This design comes from an exercise in tuning for small area, a short achievable clock period and few clock cycles per item on the open sky130 flow, not from production work.
Only simulation tests tie the RTL to the original design; equivalence was not proved.
Power and IR drop assume default switching activity.

## indent_dedent_tracker_core
module indent_dedent_tracker_core #(
	parameter int STACK_DEPTH = 64,
	parameter int COLUMN_BITS = 12
) (
	input  wire logic        clk,
	input  wire logic        arst_n,
	input  wire logic        s_tvalid,
	output logic             s_tready,
	input  wire logic [15:0] s_tdata,   
	input  wire logic [0:0]  s_tuser,   
	output logic             m_tvalid,
	input  wire logic        m_tready,
	output logic [15:0]      m_tdata,   
	output logic [1:0]       m_tuser,   
	output logic             m_tlast
);
	localparam int CB = idt_pkg::IN_COL_BITS;
	logic          in_v_q, s_rdy_q, head_v_q, skid_v_q;
	logic          in_v_d, s_rdy_d, head_v_d, skid_v_d;
	logic [CB:0]   in_q, head_q, skid_q;    
	logic          acc, fwd, take;
	assign s_tready = s_rdy_q;
	assign acc      = s_tvalid && s_rdy_q;
	assign fwd      = in_v_q && !skid_v_q;
	always_comb begin
		if (!head_v_q || take) begin
			head_v_d = skid_v_q || fwd;
			skid_v_d = 1'b0;
		end else begin
			head_v_d = 1'b1;
			skid_v_d = skid_v_q || fwd;
		end
		in_v_d  = acc || (in_v_q && skid_v_q);
		s_rdy_d = !in_v_d || !skid_v_d;
	end
	always_ff @(posedge clk or negedge arst_n) begin
		if (!arst_n) begin
			in_v_q   <= 1'b0;
			s_rdy_q  <= 1'b0;
			head_v_q <= 1'b0;
			skid_v_q <= 1'b0;
		end else begin
			in_v_q   <= in_v_d;
			s_rdy_q  <= s_rdy_d;
			head_v_q <= head_v_d;
			skid_v_q <= skid_v_d;
		end
	end
	always_ff @(posedge clk) begin
		if (s_rdy_q) begin
			in_q <= {s_tuser[0], s_tdata[CB-1:0]};
		end
		if (!head_v_q || take) begin
			head_q <= skid_v_q ? skid_q : in_q;
		end
		if (!skid_v_q) begin
			skid_q <= in_q;
		end
	end
	idt_pkg::result_t       res;
	logic                   push, pop, zin, zout;
	logic                   hs_eq_ht, hs_is_0, hs_is_1, next_bit;
	logic [COLUMN_BITS-1:0] st_top, st_second;
	idt_ctrl #(
		.STACK_DEPTH (STACK_DEPTH),
		.COLUMN_BITS (COLUMN_BITS)
	) u_ctrl (
		.clk       (clk),
  ...
clock: 5.0 ns
lec_check: 0
cap_margin: 20
core_margin: 2
core_utilization: 40
cts_cluster_diameter: 100
cts_cluster_size: 30
place_density: 0.45
setup_slack_margin: 3.1
slew_margin: 20
run.sh (not shown) runs the stock make flow with config.mk's settings and CLKGATE_MAP_FILE= SYNTH_SCRIPT=/design/flow/synth_recipe.tcl, a recipe that flattens the netlist after the stock synthesis.
The baseline finished with timing, DRC and antenna clean.
Testbench counts at the start, summed over its fixed seeds: cycles 5,141, lines 4,800.
Rerun with:
- PLACE_DENSITY: 0.45 -> 0.55
- SETUP_SLACK_MARGIN: 3.1 -> 2.8
Clock skew went down by 0.010 ns.
Die area is unchanged.
Synthesized cell count is unchanged.
Utilization went down by 0.90 points.
Sequential share of layout area went up by 0.88 points.
Rerun with:
- CTS_CLUSTER_DIAMETER: 100 -> default
- CTS_CLUSTER_SIZE: 30 -> default
- PLACE_DENSITY: 0.55 -> 0.45
The new run ran to the end with no violations.
Core utilization climbs by 2.3 points.
Global-route usage climbs by 1.0 points.
Clock-buffer cell count climbs by 80.
Clock power climbs by 80%.
Synthesized area stays the same.
Rerun with:
- CTS_CLUSTER_DIAMETER: default -> 100
- CTS_CLUSTER_SIZE: default -> 30
- SETUP_SLACK_MARGIN: 2.8 -> 2.6
Result:
- setup slack hardly moves
- power decreases by 19%
- worst hold slack gains 0.013 ns
- global-route usage decreases by 0.80 points
- non-clock buffer count decreases by 35
- wire length decreases by 3.2%
- synthesized cell count is unchanged

---

## harbor
Another version of the RTL of indent_dedent_tracker_core (not shown whole).
For scale: ~2800 cells after synthesis, ~590 flip-flops, roughly 42 I/O pins.
==> flow/design.v (excerpt) <==
module indent_dedent_tracker_core #(
	parameter int STACK_DEPTH = 64,
	parameter int COLUMN_BITS = 12
) (
	input  wire logic        clk,
	input  wire logic        arst_n,
	input  wire logic        s_tvalid,
	output logic             s_tready,
	input  wire logic [15:0] s_tdata,   
	input  wire logic [0:0]  s_tuser,   
	output logic             m_tvalid,
	input  wire logic        m_tready,
	output logic [15:0]      m_tdata,   
	output logic [1:0]       m_tuser,   
	output logic             m_tlast
);
	localparam int CB = idt_pkg::IN_COL_BITS;
	logic          head_v_q, rdy_q;
	logic [CB:0]   head_q, skid_q;    
	logic          acc, take;
	logic [CB:0]   in_item;
	assign s_tready = rdy_q;
	assign acc      = s_tvalid && rdy_q;
	assign in_item  = {s_tuser[0], s_tdata[CB-1:0]};
	always_ff @(posedge clk or negedge arst_n) begin
		if (!arst_n) begin
			head_v_q <= 1'b0;
			rdy_q    <= 1'b1;
		end else begin
			if (!head_v_q || take) begin
				head_v_q <= !rdy_q || acc;
				rdy_q    <= 1'b1;
			end else begin
				rdy_q    <= rdy_q && !acc;
			end
		end
	end
	always_ff @(posedge clk) begin
		if (!head_v_q || take) begin
			head_q <= rdy_q ? in_item : skid_q;
		end
		if (rdy_q) begin
			skid_q <= in_item;
		end
	end
	idt_pkg::result_t       res;
	logic                   push, pop, zin, zout;
	logic                   hs_eq_ht, hs_is_0, hs_is_1, next_bit;
	logic [COLUMN_BITS-1:0] st_top, st_second;
	idt_ctrl #(
		.STACK_DEPTH (STACK_DEPTH),
		.COLUMN_BITS (COLUMN_BITS)
	) u_ctrl (
		.clk       (clk),
		.arst_n    (arst_n),
		.in_valid  (head_v_q),
		.in_take   (take),
		.in_col    (head_q[CB-1:0]),
		.in_skip   (head_q[CB]),
		.in_nxt_col (rdy_q ? in_item[CB-1:0] : skid_q[CB-1:0]),
		.out_valid (m_tvalid),
		.out_ready (m_tready),
		.out_res   (res),
		.st_push   (push),
		.st_pop    (pop),
		.st_zin    (zin),
		.st_zout   (zout),
		.st_hs_eq_ht (hs_eq_ht),
		.st_hs_is_0  (hs_is_0),
		.st_hs_is_1  (hs_is_1),
		.st_next_bit (next_bit),
		.st_top    (st_top),
		.st_second (st_second)
  ...
export LEC_CHECK = 0
export CAP_MARGIN = 20
export CORE_MARGIN = 2
export CORE_UTILIZATION = 40
export PLACE_DENSITY = 0.6
export SLEW_MARGIN = 20
create_clock -name core_clock -period 5.0 [get_ports {clk}]
harbor: flow completed, timing, DRC and antenna clean
Testbench counts of harbor, summed over its fixed seeds: cycles 5,133, lines 4,800.
### harbor -> willow
# harbor
export LEC_CHECK = 0
export CAP_MARGIN = 20
export CORE_MARGIN = 2
export CORE_UTILIZATION = 40
export PLACE_DENSITY = 0.6
export SLEW_MARGIN = 20
create_clock -name core_clock -period 5.0 [get_ports {clk}]
# willow
export LEC_CHECK = 0
export CAP_MARGIN = 20
export CORE_MARGIN = 2
export CORE_UTILIZATION = 40
export PLACE_DENSITY = 0.6
export SETUP_SLACK_MARGIN = 2.8
export SLEW_MARGIN = 20
create_clock -name core_clock -period 5.0 [get_ports {clk}]
Results
willow | status: complete | timing, DRC, antenna: pass
Compared with harbor, in willow count of plain and timing-repair buffers in the layout went up by 363, measured slew at the worst slew-check pin dropped 0.37 ns, tightest slew margin relative to the limit up 24 points, count of clock-buffer cells in the layout increased 3, number of detailed-routing iterations run before antenna repair went up 1.
Looking at biggest cell category by area in the final layout, the multi-input gates result is from willow; the sequential cells one comes from harbor.
Diff harbor and willow: routing usage on met1 lower in harbor

---

The RTL this note starts from:
==> flow/design.v <==
`default_nettype none
package idt_pkg;
	localparam int LEVEL_BITS = 12;
	localparam int IN_COL_BITS = 12;
	typedef enum logic [1:0] {
		KIND_INDENT = 2'd0,
		KIND_DEDENT = 2'd1,
		KIND_ERROR  = 2'd2
	} token_kind_t;
	typedef enum logic [1:0] {
		ERR_NONE     = 2'd0,
		ERR_DEPTH    = 2'd1,
		ERR_MISMATCH = 2'd2
	} error_code_t;
	typedef struct packed {
		logic                  last;
		logic [LEVEL_BITS-1:0] level;
		error_code_t           code;
		token_kind_t           kind;
	} result_t;
endpackage
`default_nettype wire
`default_nettype none
module idt_stack_ram #(
	parameter int DEPTH = 64,
	parameter int WIDTH = 12
) (
	input  wire logic             clk,
	input  wire logic             arst_n,
	input  wire logic             push,
	input  wire logic             pop,
	input  wire logic [WIDTH-1:0] wr_data,
	output logic      [WIDTH-1:0] top,
	output logic      [WIDTH-1:0] second
);
	localparam int N = DEPTH - 1;
	logic [WIDTH-1:0] mem [N];
	logic hold;
	assign hold = !push && !pop;
	always_ff @(posedge clk or negedge arst_n) begin
		if (!arst_n) begin
			mem[0] <= '0;
		end else begin
			mem[0] <= ({WIDTH{push}} & wr_data) | ({WIDTH{pop}} & mem[1]) | ({WIDTH{hold}} & mem[0]);
		end
	end
	always_ff @(posedge clk) begin
		for (int i = 1; i < N - 1; i++) begin
			mem[i] <= ({WIDTH{push}} & mem[i-1]) | ({WIDTH{pop}} & mem[i+1]) | ({WIDTH{hold}} & mem[i]);
		end
		mem[N-1] <= ({WIDTH{push}} & mem[N-2]) | ({WIDTH{hold}} & mem[N-1]);
	end
	assign top    = mem[0];
	assign second = mem[1];
endmodule
`default_nettype wire
`default_nettype none
module idt_ctrl #(
	parameter int STACK_DEPTH = 64,
	parameter int COLUMN_BITS = 12
) (
	input  wire logic                   clk,
	input  wire logic                   arst_n,
	input  wire logic                   in_valid,
	output logic                        in_take,
	input  wire logic [COLUMN_BITS-1:0] in_col,
	input  wire logic                   in_skip,
	output logic                        out_valid,
	input  wire logic                   out_ready,
	output idt_pkg::result_t            out_res,
	output logic                        st_push,
	output logic                        st_pop,
	input  wire logic [COLUMN_BITS-1:0] st_top,
	input  wire logic [COLUMN_BITS-1:0] st_second
);
	localparam int DW = $clog2(STACK_DEPTH);
	localparam int LB = idt_pkg::LEVEL_BITS;
	logic [DW-1:0]          d_q, d_d;
	logic                   full_q, full_d;  
	logic                   halted_q, halted_d;
	logic                   busy_q, busy_d;  
	logic                   errp_q, errp_d;  
	logic [COLUMN_BITS-1:0] col_q, col_d;
	logic                   out_valid_q, out_valid_d;
	idt_pkg::result_t       out_res_q, out_res_d;
	logic                   out_free;
	logic [COLUMN_BITS-1:0] top, sec, col_e;
	logic                   in_gt, in_lt, sec_gt, sec_eq;
	assign out_free = !out_valid_q || out_ready;
	assign top      = st_top;
	assign sec      = st_second;
	assign col_e    = busy_q ? col_q : in_col;
	assign in_gt    = in_col > top;
	assign in_lt    = in_col < top;
	assign sec_gt   = sec > col_e;
	assign sec_eq   = sec == col_e;
	assign out_valid = out_valid_q;
	assign out_res   = out_res_q;
	always_comb begin
		d_d         = d_q;
		halted_d    = halted_q;
		busy_d      = busy_q;
		errp_d      = errp_q;
		col_d       = col_q;
		out_valid_d = out_valid_q && !out_ready;
		out_res_d   = out_res_q;
		in_take     = 1'b0;
		st_push     = 1'b0;
		st_pop      = 1'b0;
		if (errp_q) begin
			if (out_free) begin
				errp_d         = 1'b0;
				halted_d       = 1'b1;
				out_valid_d    = 1'b1;
				out_res_d.last  = 1'b1;
				out_res_d.level = LB'(top);
				out_res_d.code  = idt_pkg::ERR_MISMATCH;
				out_res_d.kind  = idt_pkg::KIND_ERROR;
			end
		end else if (busy_q) begin
			if (out_free) begin
				st_pop = 1'b1;
			end
		end else if (in_valid && out_free) begin
			in_take = 1'b1;
			col_d   = in_col;
			if (halted_q) begin
				out_valid_d    = 1'b1;
				out_res_d.last  = 1'b1;
				out_res_d.level = LB'(top);
				out_res_d.code  = idt_pkg::ERR_NONE;
				out_res_d.kind  = idt_pkg::KIND_ERROR;
			end else if (!in_skip) begin
				if (in_gt) begin
					out_valid_d = 1'b1;
					out_res_d.last = 1'b1;
					if (full_q) begin
						halted_d        = 1'b1;
						out_res_d.level = LB'(top);
						out_res_d.code  = idt_pkg::ERR_DEPTH;
						out_res_d.kind  = idt_pkg::KIND_ERROR;
					end else begin
						st_push         = 1'b1;
						out_res_d.level = LB'(in_col);
						out_res_d.code  = idt_pkg::ERR_NONE;
						out_res_d.kind  = idt_pkg::KIND_INDENT;
					end
				end else if (in_lt) begin
					st_pop = 1'b1;
				end
			end
		end
		if (st_pop) begin
			busy_d          = sec_gt;
			errp_d          = !sec_gt && !sec_eq;
			out_valid_d     = 1'b1;
			out_res_d.last  = sec_eq;
			out_res_d.level = LB'(sec);
			out_res_d.code  = idt_pkg::ERR_NONE;
			out_res_d.kind  = idt_pkg::KIND_DEDENT;
		end
		full_d = full_q;
		if (st_push) begin
			d_d    = d_q + DW'(1);
			full_d = d_q == DW'(STACK_DEPTH - 2);
		end else if (st_pop) begin
			d_d    = d_q - DW'(1);
			full_d = 1'b0;
		end
	end
	always_ff @(posedge clk or negedge arst_n) begin
		if (!arst_n) begin
			d_q         <= '0;
			full_q      <= 1'b0;
			halted_q    <= 1'b0;
			busy_q      <= 1'b0;
			errp_q      <= 1'b0;
			out_valid_q <= 1'b0;
		end else begin
			d_q         <= d_d;
			full_q      <= full_d;
			halted_q    <= halted_d;
			busy_q      <= busy_d;
			errp_q      <= errp_d;
			out_valid_q <= out_valid_d;
		end
	end
	always_ff @(posedge clk) begin
		col_q     <= col_d;
		out_res_q <= out_res_d;
	end
endmodule
`default_nettype wire
`default_nettype none
module indent_dedent_tracker_core #(
	parameter int STACK_DEPTH = 64,
	parameter int COLUMN_BITS = 12
) (
	input  wire logic        clk,
	input  wire logic        arst_n,
	input  wire logic        s_tvalid,
	output logic             s_tready,
	input  wire logic [15:0] s_tdata,   
	input  wire logic [0:0]  s_tuser,   
	output logic             m_tvalid,
	input  wire logic        m_tready,
	output logic [15:0]      m_tdata,   
	output logic [1:0]       m_tuser,   
	output logic             m_tlast
);
	localparam int CB = idt_pkg::IN_COL_BITS;
	logic          head_v_q, rdy_q;
	logic [CB:0]   head_q, skid_q;    
	logic          acc, take;
	logic [CB:0]   in_item;
	assign s_tready = rdy_q;
	assign acc      = s_tvalid && rdy_q;
	assign in_item  = {s_tuser[0], s_tdata[CB-1:0]};
	always_ff @(posedge clk or negedge arst_n) begin
		if (!arst_n) begin
			head_v_q <= 1'b0;
			rdy_q    <= 1'b1;
		end else begin
			if (!head_v_q || take) begin
				head_v_q <= !rdy_q || acc;
				rdy_q    <= 1'b1;
			end else begin
				rdy_q    <= rdy_q && !acc;
			end
		end
	end
	always_ff @(posedge clk) begin
		if (!head_v_q || take) begin
			head_q <= rdy_q ? in_item : skid_q;
		end
		if (rdy_q) begin
			skid_q <= in_item;
		end
	end
	idt_pkg::result_t       res;
	logic                   push, pop;
	logic [COLUMN_BITS-1:0] st_top, st_second;
	idt_ctrl #(
		.STACK_DEPTH (STACK_DEPTH),
		.COLUMN_BITS (COLUMN_BITS)
	) u_ctrl (
		.clk       (clk),
		.arst_n    (arst_n),
		.in_valid  (head_v_q),
		.in_take   (take),
		.in_col    (head_q[CB-1:0]),
		.in_skip   (head_q[CB]),
		.out_valid (m_tvalid),
		.out_ready (m_tready),
		.out_res   (res),
		.st_push   (push),
		.st_pop    (pop),
		.st_top    (st_top),
		.st_second (st_second)
	);
	idt_stack_ram #(
		.DEPTH (STACK_DEPTH),
		.WIDTH (COLUMN_BITS)
	) u_stack (
		.clk     (clk),
		.arst_n  (arst_n),
		.push    (push),
		.pop     (pop),
		.wr_data (head_q[CB-1:0]),
		.top     (st_top),
		.second  (st_second)
	);
	assign m_tdata = {2'b00, res.level, res.code};
	assign m_tuser = res.kind;
	assign m_tlast = res.last;
endmodule
`default_nettype wire
clock: 5.0 ns
lec_check: 0
cap_margin: 20
core_margin: 2
core_utilization: 40
place_density: 0.6
setup_slack_margin: 3.2
slew_margin: 20
Testbench counts at the start, summed over its fixed seeds: cycles 5,306, lines 4,800.
Change:
Settings changed: SETUP_SLACK_MARGIN 3.2 to unset.
Outcome: The changed run ran to the end with no violations; die area stays the same; total power is lower by 36%; wire length is lower by 36%; via count falls by 13%.

==> port drivers added, routing unchanged <==
How much do the figures lean on ideal ports? The routed layouts below were timed once more, with nothing changed but the port constraints. Step 1 assumes that a clkbuf_16 drives the clock port and a buf_2 every other input. Step 2 times the ports against the registers' clock, not the clock port: input delays grow and output delays shrink by t, the midpoint of the rising clock arrivals with the driver on. Slacks: ideal / step 1 / step 2; pairs: ideal / step 1.
| run | t (ns) | setup slack, ns | worst setup path at the end |
|---|---|---|---|
| the first run of note 1 | 0.680 | 2.551 / 2.551 / 2.197 | input to register |
| the second run of note 1 | 0.668 | 2.638 / 2.638 / 2.121 | input to register |
| the third run of note 1 | 0.649 | 2.638 / 2.638 / 2.178 | input to register |
| the fourth run of note 1 | 0.680 | 2.637 / 2.575 / 2.418 | input to register |
| harbor | 0.647 | 1.806 / 1.806 / 1.233 | input to register |
| willow | 0.669 | 2.259 / 2.259 / 1.659 | input to register |
| the first run of note 3 | 0.698 | 1.926 / 1.926 / 1.371 | input to register |
| the second run of note 3 | 0.678 | 0.924 / 0.924 / 0.551 | input to register |
After both steps every run listed still meets setup and hold. The setup slack of willow, which loses most, moves by 0.000 ns with the drivers and by -0.600 ns with both steps.
